Background: an optimization exercise with open tools, aiming at small area, a short achievable clock period and few clock cycles per item. Do not read the settings as production practice. Function was checked by simulation only, so behaviour that the tests miss may differ from the original.

## cedar
// hilo_muldiv_ctrl
module hilo_muldiv_ctrl (
  input  logic        clk,
  input  logic        rst,
  input  logic        op_valid,
  input  logic [2:0]  op,
  input  logic [31:0] rs_data,
  input  logic [31:0] rt_data,
  input  logic        rd_req,
  input  logic        flush,
  output logic        op_ready,
  output logic        busy,
  output logic        stall,
  output logic        done,
  output logic [63:0] hilo_out
);
Settings: LEC_CHECK=0, CAP_MARGIN=20, CORE_MARGIN=2, CORE_UTILIZATION=40, SLEW_MARGIN=20; clock period 11.0 ns.
standard.sh (not shown) runs the stock make flow with config.mk's settings and CLKGATE_MAP_FILE= SYNTH_SCRIPT=/design/flow/synth_recipe.tcl, a recipe that flattens the netlist after the stock synthesis.
==> flow/flow/run.sh <==
#!/bin/bash
# The standard layout (the standard.sh: ORFS synthesis through finish, unchanged), with
# the ports buffered by buf_1 cells and timing repair aimed 5.6 ns below the clock period, at the worst endpoints only.
set -euo pipefail
bash standard.sh SETUP_SLACK_MARGIN=5.6 TNS_END_PERCENT=3 "BUFFER_PORTS_ARGS=-buffer_cell sky130_fd_sc_hd__buf_1" finish > flow_make.log 2>&1
Testbench counts of cedar, summed over its fixed seeds: cycles 15,693, ops 3,200.
Setup changes, cedar to harbor
# cedar
export LEC_CHECK = 0
export CAP_MARGIN = 20
export CORE_MARGIN = 2
export CORE_UTILIZATION = 40
export SLEW_MARGIN = 20
create_clock -name core_clock -period 11.0 [get_ports {clk}]
# harbor
export LEC_CHECK = 0
export CAP_MARGIN = 20
export CORE_MARGIN = 2
export CORE_UTILIZATION = 40
export SETUP_SLACK_MARGIN = 5
export SLEW_MARGIN = 20
create_clock -name core_clock -period 11.0 [get_ports {clk}]
==> flow/run.sh (new file) <==
#!/bin/bash
# synth_recipe.tcl (not shown) runs the flow's synth.tcl, then flattens the netlist and writes it again
# the make line also repeats each setting of config.mk as NAME=value (left out here)
make -C /OpenROAD-flow-scripts/flow DESIGN_CONFIG=/design/flow/config.mk WORK_HOME=/design/flow/orfs CLKGATE_MAP_FILE= SYNTH_SCRIPT=/design/flow/synth_recipe.tcl finish
removed: flow/flow/run.sh
removed: flow/standard.sh
Notes after the runs:
The final setup slack of the worst path number comes out higher for cedar vs harbor.
Run comparison: harbor origin of the worst setup path r_rneg; cedar origin of the worst setup path r_acc[31]
harbor vs cedar — critical path depth dropped 2.
Higher number of setup buffers added after CTS among cedar and harbor: cedar
On sequential share of the synthesized area, cedar and harbor are basically level.
Of cedar and harbor, the run reporting the higher met1 routed wirelength after detailed routing was harbor.
As of harbor, global-route wire length before repair had risen slightly compared to cedar.
Compare cedar and harbor | routed length on met2 lower: harbor
> inputs changed (harbor -> fjord)
# harbor
export LEC_CHECK = 0
export CAP_MARGIN = 20
export CORE_MARGIN = 2
export CORE_UTILIZATION = 40
export SETUP_SLACK_MARGIN = 5
export SLEW_MARGIN = 20
create_clock -name core_clock -period 11.0 [get_ports {clk}]
# fjord
export LEC_CHECK = 0
export CAP_MARGIN = 20
export CORE_MARGIN = 2
export CORE_UTILIZATION = 40
export SLEW_MARGIN = 20
create_clock -name core_clock -period 11.0 [get_ports {clk}]
==> flow/flow/run.sh (new file) <==
#!/bin/bash
# The standard layout (the standard.sh: ORFS synthesis through finish, unchanged), with
# the ports buffered by buf_2 cells and timing repair aimed 5 ns below the clock period.
set -euo pipefail
bash standard.sh SETUP_SLACK_MARGIN=5 "BUFFER_PORTS_ARGS=-buffer_cell sky130_fd_sc_hd__buf_2" finish > flow_make.log 2>&1
==> flow/standard.sh (new file) <==
#!/bin/bash
# synth_recipe.tcl (not shown) runs the flow's synth.tcl, then flattens the netlist and writes it again
# the make line also repeats each setting of config.mk as NAME=value (left out here)
make -C /OpenROAD-flow-scripts/flow DESIGN_CONFIG=/design/flow/config.mk WORK_HOME=/design/flow/orfs CLKGATE_MAP_FILE= SYNTH_SCRIPT=/design/flow/synth_recipe.tcl "${@:-finish}"
removed: flow/run.sh
--- outcome ---
- fjord: global routing usage on met2 0.91 points above harbor
- Max final area across fjord and harbor: harbor
- Diff harbor -> fjord: count of buffering cells on the critical path with inverters included went down 3, post-DP HPWL fell 1100 um, clock skew now sits higher, tightest hold margin moved down, slack of the critical path saw a decrease.
- Taking harbor as the reference, in fjord part of the cycle the worst path needs now larger.
#### Input delta (maple over fjord)
==> flow/flow/run.sh <==
#!/bin/bash
# The standard layout (the standard.sh: ORFS synthesis through finish, unchanged), with
# the ports buffered by buf_1 cells and timing repair aimed 5 ns below the clock period.
set -euo pipefail
bash standard.sh SETUP_SLACK_MARGIN=5 "BUFFER_PORTS_ARGS=-buffer_cell sky130_fd_sc_hd__buf_1" finish > flow_make.log 2>&1
==> results.txt <==
- Run comparison: maple start point of the critical path r_x[15]; fjord start point of the critical path r_x[18]
- Cell area | maple vs fjord | maple smaller
- On share of synthesized flip-flops with an asynchronous set or reset, maple tracks fjord almost exactly.
- Share of the clock period used by the worst path after layout ends up higher on fjord.
- Diff fjord -> maple | fmax | up slightly
- Looking only at fraction of final layout cells sized beyond drive strength 1, and setting everything else aside, the lower value of maple and fjord goes to maple.
- Min final critical-path required period across maple and fjord: maple
- When maple is measured against fjord, its least setup slack across all paths after layout turns out 29 ps higher.
- Going from fjord to maple, via count shrank slightly.
- The area growth from synthesis to final layout in maple sits 1.7 points below the value recorded for fjord.
- maple ended up with a lower global-route usage than fjord did.
diff inputs: maple => raven
==> flow/flow/run.sh <==
#!/bin/bash
# The standard layout (the standard.sh: ORFS synthesis through finish, unchanged), with
# the ports buffered by buf_1 cells and timing repair aimed 5.4 ns below the clock period, at the worst endpoints only.
set -euo pipefail
bash standard.sh SETUP_SLACK_MARGIN=5.4 TNS_END_PERCENT=10 "BUFFER_PORTS_ARGS=-buffer_cell sky130_fd_sc_hd__buf_1" finish > flow_make.log 2>&1
Results
- raven vs. maple: detailed-routing wirelength on met1 increased 3.4%; smallest setup slack after layout increased 230 ps; count of TritonRoute iterations in the first routing pass increased 2; global-route total usage across every layer increased 0.96 points; final cell count without fillers increased about 1%.
- Of raven and maple, the run reporting the higher post-synthesis to final-layout area growth was raven.
- The final layout from raven, which completed every stage, passed the timing, DRC and antenna checks at the end of the flow.
- maple completed every stage of the flow, and the final layout passed the timing, DRC and antenna checks.
- Register share of the cell area down 0.47 points in raven wrt maple

re-timing with driven ports:
How much do the figures lean on ideal ports? The routed layouts below were timed once more, with nothing changed but the port constraints. Step 1 assumes that a clkbuf_16 drives the clock port and a buf_2 every other input. Step 2 adds t to the input delays and takes it off the output delays; t is the mean of the earliest and latest rising clock arrival at the registers after step 1. Input paths then give back, and output paths get back, about the clock's delay inside the block. a / b / c = ideal / step 1 / step 2; a / b = the first two.
run	t, ns	setup slack, ns	hold slack, ns	worst register clock-pin slew, ns
cedar	0.516	5.602 / 5.602 / 5.420	0.463 / 0.463 / 0.463	0.09 / 0.09
harbor	0.512	5.277 / 5.277 / 4.919	0.476 / 0.476 / 0.476	0.09 / 0.09
fjord	0.524	5.218 / 5.218 / 5.218	0.455 / 0.455 / 0.455	0.09 / 0.09
maple	0.514	5.248 / 5.248 / 5.248	0.461 / 0.461 / 0.461	0.09 / 0.09
raven	0.522	5.476 / 5.476 / 5.227	0.465 / 0.465 / 0.465	0.08 / 0.08
After both steps setup and hold are still met in every run listed. The setup slack of harbor, which loses most, moves by 0.000 ns with the drivers and by -0.358 ns with both steps.
